This design comes from an exercise in tuning for small area, a short achievable clock period and few clock cycles per item on the open sky130 flow, not from production work.
RTL that was checked went through simulation tests only; none was proved equivalent to the original.
Power is estimated from default activity; no workload was simulated.

Design fpu_mult_arb, start of the top module:
module fpu_mult_arb
#(
   parameter int NUM_REQ = 4
)(
   input  logic                    clk,
   input  logic                    rst,
   input  logic [NUM_REQ-1:0]      req_valid,
   output logic [NUM_REQ-1:0]      req_ready,
   input  logic [NUM_REQ*FP_W-1:0] req_a,
   input  logic [NUM_REQ*FP_W-1:0] req_b,
   output logic [NUM_REQ-1:0]      rsp_valid,
   input  logic [NUM_REQ-1:0]      rsp_ready,
   output logic [FP_W-1:0]         rsp_data,
   output logic                    busy
);
export LEC_CHECK = 0
export CAP_MARGIN = 20
export CORE_MARGIN = 2
export CORE_UTILIZATION = 60
export SLEW_MARGIN = 20
export SYNTH_HIERARCHICAL = 1
export SYNTH_MINIMUM_KEEP_SIZE = 0
create_clock -name core_clock -period 9.0 [get_ports {clk}]
standard.sh (not shown) runs the stock make flow with config.mk's settings and CLKGATE_MAP_FILE= SYNTH_SCRIPT=/design/flow/synth_recipe.tcl, a recipe that flattens the netlist after the stock synthesis.
==> flow/flow/run.sh <==
#!/bin/bash
# Layout flow: the standard layout (standard.sh: the standard synthesis,
# floorplan, power grid, placement, CTS and routing, all unchanged) with two
# settings of how the layout is made:
#   - every input and output port still gets its own buffer, but a
#     sky130_fd_sc_hd__buf_1 instead of the delay cell buffer_ports picks;
set -euo pipefail
MARGIN=6.0
cd "$(dirname "$0")/.."
bash standard.sh "BUFFER_PORTS_ARGS=-buffer_cell sky130_fd_sc_hd__buf_1" \
   "SETUP_SLACK_MARGIN=$MARGIN" finish > standard.log 2>&1
The baseline went through all stages and came out clean.
Edit:
--- a/flow/flow/run.sh
+++ b/flow/flow/run.sh
@@ -6,5 +6,5 @@
 #     sky130_fd_sc_hd__buf_1 instead of the delay cell buffer_ports picks;
 set -euo pipefail
-MARGIN=6.0
+MARGIN=5.9
 cd "$(dirname "$0")/.."
 bash standard.sh "BUFFER_PORTS_ARGS=-buffer_cell sky130_fd_sc_hd__buf_1" \
Utilization shrinks by 0.66 points; final area fell by about 1%; wire length increases by about 0.9%; critical path depth decreases by 6; synthesized cell count stays the same.
No run of this note included a check of the RTL's function; only the layout flow was run.

* * *

== old ==
fpu_mult_arb, a different RTL version from the one above (not shown whole).
For scale: about 25000 um2 of cells after synthesis.
Settings: LEC_CHECK=0, CAP_MARGIN=20, CORE_MARGIN=2, CORE_UTILIZATION=40, SLEW_MARGIN=20, SYNTH_HIERARCHICAL=1, SYNTH_MINIMUM_KEEP_SIZE=0; clock period 9.0 ns.
run.sh (not shown) runs the stock make flow with config.mk's settings and CLKGATE_MAP_FILE= SYNTH_SCRIPT=/design/flow/synth_recipe.tcl, a recipe that flattens the netlist after the stock synthesis.
Stock flow here: none of the scripts above is used.
old: no failed stages, no open violations at the end
Testbench counts of old, summed over its fixed seeds: cycles 3,224, items 3,200.
## Diff of input files: new against old
# old
export LEC_CHECK = 0
export CAP_MARGIN = 20
export CORE_MARGIN = 2
export CORE_UTILIZATION = 40
export SLEW_MARGIN = 20
export SYNTH_HIERARCHICAL = 1
export SYNTH_MINIMUM_KEEP_SIZE = 0
create_clock -name core_clock -period 9.0 [get_ports {clk}]
# new
export LEC_CHECK = 0
export CAP_MARGIN = 20
export CORE_MARGIN = 2
export CORE_UTILIZATION = 40
export SETUP_SLACK_MARGIN = 5
export SLEW_MARGIN = 20
export SYNTH_HIERARCHICAL = 1
export SYNTH_MINIMUM_KEEP_SIZE = 0
create_clock -name core_clock -period 9.0 [get_ports {clk}]
Notes after the runs:
- new against old; switching power of the nets is up by a little under 10%.
- Diff old..new | number of max-capacitance violations reported | unchanged
- Compared new vs old, and footprint of the multi-input gates is up in new.
- Delta (new minus old): final cell count without fillers shows an increase of 28, detailed-routed wire length on met2 shows an increase of about 6%.
- Global-route total usage across every layer, new and old, higher one = new.
- The higher biggest fanout along the worst timing path of new and old is in old.
- Summary of new over old: final net count +23; first-pass GRT wire length +about 1.4%; combinational group share of total power -0.2 points; count of buffers not belonging to the clock network in the layout +21.
- Timing startpoint of the critical path: r2_cut[6] -> old, r2_cut[64] -> new

* * *

fpu_mult_arb, a different RTL version from the one above (not shown whole).
Size in the first run: roughly 2,000 cells after synthesis, ~320 flip-flops, roughly 310 I/O pins.
// fpu_mult_arb
module fpu_mult_arb
#(
   parameter int NUM_REQ = 4
)(
   input  logic                    clk,
   input  logic                    rst,
   input  logic [NUM_REQ-1:0]      req_valid,
   output logic [NUM_REQ-1:0]      req_ready,
   input  logic [NUM_REQ*FP_W-1:0] req_a,
   input  logic [NUM_REQ*FP_W-1:0] req_b,
   output logic [NUM_REQ-1:0]      rsp_valid,
   input  logic [NUM_REQ-1:0]      rsp_ready,
   output logic [FP_W-1:0]         rsp_data,
   output logic                    busy
);
export LEC_CHECK = 0
export CAP_MARGIN = 20
export CORE_MARGIN = 2
export CORE_UTILIZATION = 40
export SLEW_MARGIN = 20
export SYNTH_HIERARCHICAL = 1
export SYNTH_MINIMUM_KEEP_SIZE = 0
create_clock -name core_clock -period 9.0 [get_ports {clk}]
standard.sh (not shown) runs the stock make flow with config.mk's settings and CLKGATE_MAP_FILE= SYNTH_SCRIPT=/design/flow/synth_recipe.tcl, a recipe that flattens the netlist after the stock synthesis.
==> flow/flow/run.sh <==
#!/bin/bash
# Layout flow: the standard layout (standard.sh: the standard synthesis,
# floorplan, power grid, placement, CTS and routing, all unchanged) with two
# settings of how the layout is made:
#   - every input and output port still gets its own buffer, but a
#     sky130_fd_sc_hd__buf_1 instead of the delay cell buffer_ports picks;
set -euo pipefail
MARGIN=5.0
cd "$(dirname "$0")/.."
bash standard.sh "BUFFER_PORTS_ARGS=-buffer_cell sky130_fd_sc_hd__buf_1" \
   "SETUP_SLACK_MARGIN=$MARGIN" finish > standard.log 2>&1
The starting point passed the timing, design-rule and antenna checks.
Testbench counts at the start, summed over its fixed seeds: cycles 3,224, items 3,200.
==> next run, changes <==
--- a/flow/flow/run.sh
+++ b/flow/flow/run.sh
@@ -6,5 +6,5 @@
 #     sky130_fd_sc_hd__buf_1 instead of the delay cell buffer_ports picks;
 set -euo pipefail
-MARGIN=5.0
+MARGIN=5.5
 cd "$(dirname "$0")/.."
 bash standard.sh "BUFFER_PORTS_ARGS=-buffer_cell sky130_fd_sc_hd__buf_1" \
Combinational power came out higher by 18%; setup slack improved by 0.22 ns; routed wire length grows by 5.2%; cell area grows by 3.4%; cell count grows by 0.39%; sequential share of layout area goes down by 0.82 points; core utilization rises by 1.5 points; die area is unchanged; clock power is higher by about 9%; non-clock buffer count is higher by 11; global-route usage came out higher by 1.1 points.
==> next run, changes <==
--- a/flow/flow/run.sh
+++ b/flow/flow/run.sh
@@ -6,5 +6,5 @@
 #     sky130_fd_sc_hd__buf_1 instead of the delay cell buffer_ports picks;
 set -euo pipefail
-MARGIN=5.5
+MARGIN=6.0
 cd "$(dirname "$0")/.."
 bash standard.sh "BUFFER_PORTS_ARGS=-buffer_cell sky130_fd_sc_hd__buf_1" \
After rerunning: Sequential share of layout area went down by 1.4 points; wire length is higher by 11%; synthesized cell count stays the same; via count goes up by about 4%; clock power came out higher by about 3%; global-route usage came out higher by 1.7 points; clock-buffer cell count went up by 10; setup slack loses 0.014 ns; fmax falls by 0.38%.
==> next run, changes <==
--- a/flow/flow/run.sh
+++ b/flow/flow/run.sh
@@ -6,5 +6,5 @@
 #     sky130_fd_sc_hd__buf_1 instead of the delay cell buffer_ports picks;
 set -euo pipefail
-MARGIN=6.0
+MARGIN=5.5
 cd "$(dirname "$0")/.."
 bash standard.sh "BUFFER_PORTS_ARGS=-buffer_cell sky130_fd_sc_hd__buf_1" \
- CTS_BUF_LIST: unset -> sky130_fd_sc_hd__clkbuf_4 sky130_fd_sc_hd__clkbuf_8
- CTS_CLUSTER_SIZE: unset -> 30
Result: Total power is lower by 3.5%; cell count is lower by 2.6%; clock power is about the same; via count is lower by about 3.6%; register-to-register slack improves by 0.04 ns; final area is lower by 8.4%; count of clock-buffer cells in the layout is higher by 11; non-clock buffer count is lower by 114; synthesized cell count is unchanged; hold slack degrades by 0.072 ns.

* * *

fpu_mult_arb, a different RTL version from the one above (not shown whole).
Size: about 1900 cells after synthesis, roughly 270 flip-flops, ~310 I/O pins, roughly 0.023 mm^2 of cells after synthesis.
// fpu_mult_arb
module fpu_mult_arb
#(
   parameter int NUM_REQ = 4
)(
   input  logic                    clk,
   input  logic                    rst,
   input  logic [NUM_REQ-1:0]      req_valid,
   output logic [NUM_REQ-1:0]      req_ready,
   input  logic [NUM_REQ*FP_W-1:0] req_a,
   input  logic [NUM_REQ*FP_W-1:0] req_b,
   output logic [NUM_REQ-1:0]      rsp_valid,
   input  logic [NUM_REQ-1:0]      rsp_ready,
   output logic [FP_W-1:0]         rsp_data,
   output logic                    busy
);
==> flow/config.mk <==
export PLATFORM = sky130hd
export DESIGN_NAME = fpu_mult_arb
export DESIGN_NICKNAME = fpu_mult_arb
export VERILOG_FILES = /design/flow/design.v
export SDC_FILE = /design/flow/constraint.sdc
export NUM_CORES = 4
export LEC_CHECK = 0
export CAP_MARGIN = 0
export CORE_MARGIN = 2
export CORE_UTILIZATION = 60
export CTS_BUF_LIST = sky130_fd_sc_hd__clkbuf_4
export CTS_CLUSTER_SIZE = 20
export SLEW_MARGIN = 0
export SYNTH_HIERARCHICAL = 1
export SYNTH_MINIMUM_KEEP_SIZE = 0
export TNS_END_PERCENT = 0
==> flow/constraint.sdc <==
create_clock -name core_clock -period 9.0 [get_ports {clk}]
set_input_delay 1.8000 -clock core_clock [delete_from_list [all_inputs] [get_ports {clk}]]
set_output_delay 1.8000 -clock core_clock [all_outputs]
set_load 0.01 [all_outputs]
==> flow/flow/run.sh <==
#!/bin/bash
# Layout flow: the standard layout (standard.sh: the standard synthesis,
# floorplan, power grid, placement, CTS and routing, all unchanged) with two
# settings of how the layout is made:
#   - every input and output port still gets its own buffer, but a
#     sky130_fd_sc_hd__buf_1 instead of the delay cell buffer_ports picks;
set -euo pipefail
MARGIN=5.8
cd "$(dirname "$0")/.."
bash standard.sh "BUFFER_PORTS_ARGS=-buffer_cell sky130_fd_sc_hd__buf_1" \
   "SETUP_SLACK_MARGIN=$MARGIN" finish > standard.log 2>&1
Testbench counts at the start, summed over its fixed seeds: cycles 3,232, items 3,200.
Edit:
==> flow/flow/run.sh (replaced) <==
#!/bin/bash
set -euo pipefail
MARGIN=5.9
cd "$(dirname "$0")/.."
bash standard.sh "BUFFER_PORTS_ARGS=-buffer_cell sky130_fd_sc_hd__buf_1" \
   "SETUP_SLACK_MARGIN=$MARGIN" finish > standard.log 2>&1
CTS_BUF_LIST = not set   (was sky130_fd_sc_hd__clkbuf_4)
CTS_CLUSTER_SIZE = not set   (was 20)
TNS_END_PERCENT = 10   (was 0)
Outcome: Setup slack gets better by 0.11 ns; first-iteration DRC count goes up by 8.6%; cell area went up by 2.7%; sequential cell count does not change; count of clock-buffer cells in the layout went down by 74.
Edit:
==> flow/flow/run.sh (replaced) <==
#!/bin/bash
set -euo pipefail
MARGIN=6.0
cd "$(dirname "$0")/.."
bash standard.sh "BUFFER_PORTS_ARGS=-buffer_cell sky130_fd_sc_hd__buf_1" \
   "SETUP_SLACK_MARGIN=$MARGIN" finish > standard.log 2>&1
TNS_END_PERCENT = 5   (was 10)
Effect:
- The changed run completed with no timing, DRC or antenna violations
- flip-flop and latch count stays the same
- worst setup slack gains 0.0080 ns
- synthesized cell count does not change
- final area went up by 3.8%
- core utilization went up by 2.6 points
- wire length went up by about 11%
- register-to-register slack barely changes
- first-iteration DRC count went up by 22%
Edit:
==> flow/flow/run.sh (replaced) <==
#!/bin/bash
set -euo pipefail
MARGIN=5.8
cd "$(dirname "$0")/.."
bash standard.sh "BUFFER_PORTS_ARGS=-buffer_cell sky130_fd_sc_hd__buf_1" \
   "SETUP_SLACK_MARGIN=$MARGIN" finish > standard.log 2>&1
TNS_END_PERCENT = 0   (was 5)
After rerunning: Sequential cell count is unchanged; core utilization fell by 4.2 points; clock-buffer cell count is lower by 2; via count falls by a few percent; synthesized cell count is unchanged; final area went down by a few percent; wire length came out lower by roughly a tenth; worst setup slack loses 0.050 ns; worst hold slack degrades by 0.0042 ns; area after synthesis does not change.
Edit:
--- a/flow/flow/run.sh
+++ b/flow/flow/run.sh
@@ -1,3 +1,8 @@
 #!/bin/bash
+# Layout flow: the standard layout (standard.sh: the standard synthesis,
+# floorplan, power grid, placement, CTS and routing, all unchanged) with two
+# settings of how the layout is made:
+#   - every input and output port still gets its own buffer, but a
+#     sky130_fd_sc_hd__buf_1 instead of the delay cell buffer_ports picks;
 set -euo pipefail
 MARGIN=5.8
- worst setup slack stays the same
- wire length stays the same
- final area does not change
- global-route usage is unchanged

re-timing with driven ports:
The results above use ideal ports. As a check the final layouts listed here were re-extracted and re-timed, cells and wires unchanged. Step 1 sets driving cells, clkbuf_16 on the clock port and buf_2 on the other inputs (assumed; they add their load-dependent delay and slew). Step 2 adds t to the input delays and takes it off the output delays; t is the mean of the earliest and latest rising clock arrival at the registers after step 1. Input paths then give back, and output paths get back, about the clock's delay inside the block. Three values: no drivers, after step 1, after step 2; two values: the first two.
run | t, ns | setup WS [ns] | pins driven straight from the clock port
the first run of note 1 | 0.626 | 5.845 / 5.845 / 5.742 | 1
the second run of note 1 | 0.627 | 5.895 / 5.895 / 5.422 | 1
old | 0.648 | 3.892 / 3.892 / 3.892 | 1
new | 0.653 | 4.890 / 4.890 / 4.642 | 1
the first run of note 3 | 0.601 | 5.144 / 5.144 / 4.957 | 1
the second run of note 3 | 0.620 | 5.360 / 5.336 / 5.206 | 1
the third run of note 3 | 0.615 | 5.347 / 5.329 / 5.247 | 1
the fourth run of note 3 | 0.706 | 5.363 / 5.306 / 5.198 | 1
the first run of note 4 | 0.818 | 5.692 / 5.692 / 5.254 | 1
the second run of note 4 | 0.635 | 5.802 / 5.802 / 5.295 | 1
the third run of note 4 | 0.657 | 5.810 / 5.810 / 5.225 | 1
the fourth run of note 4 | 0.639 | 5.759 / 5.759 / 5.237 | 1
the fifth run of note 4 | 0.639 | 5.759 / 5.759 / 5.237 | 1
After both steps every run listed still meets setup and hold. The setup slack of the third run of note 4, which loses most, moves by 0.000 ns with the drivers and by -0.585 ns with both steps.
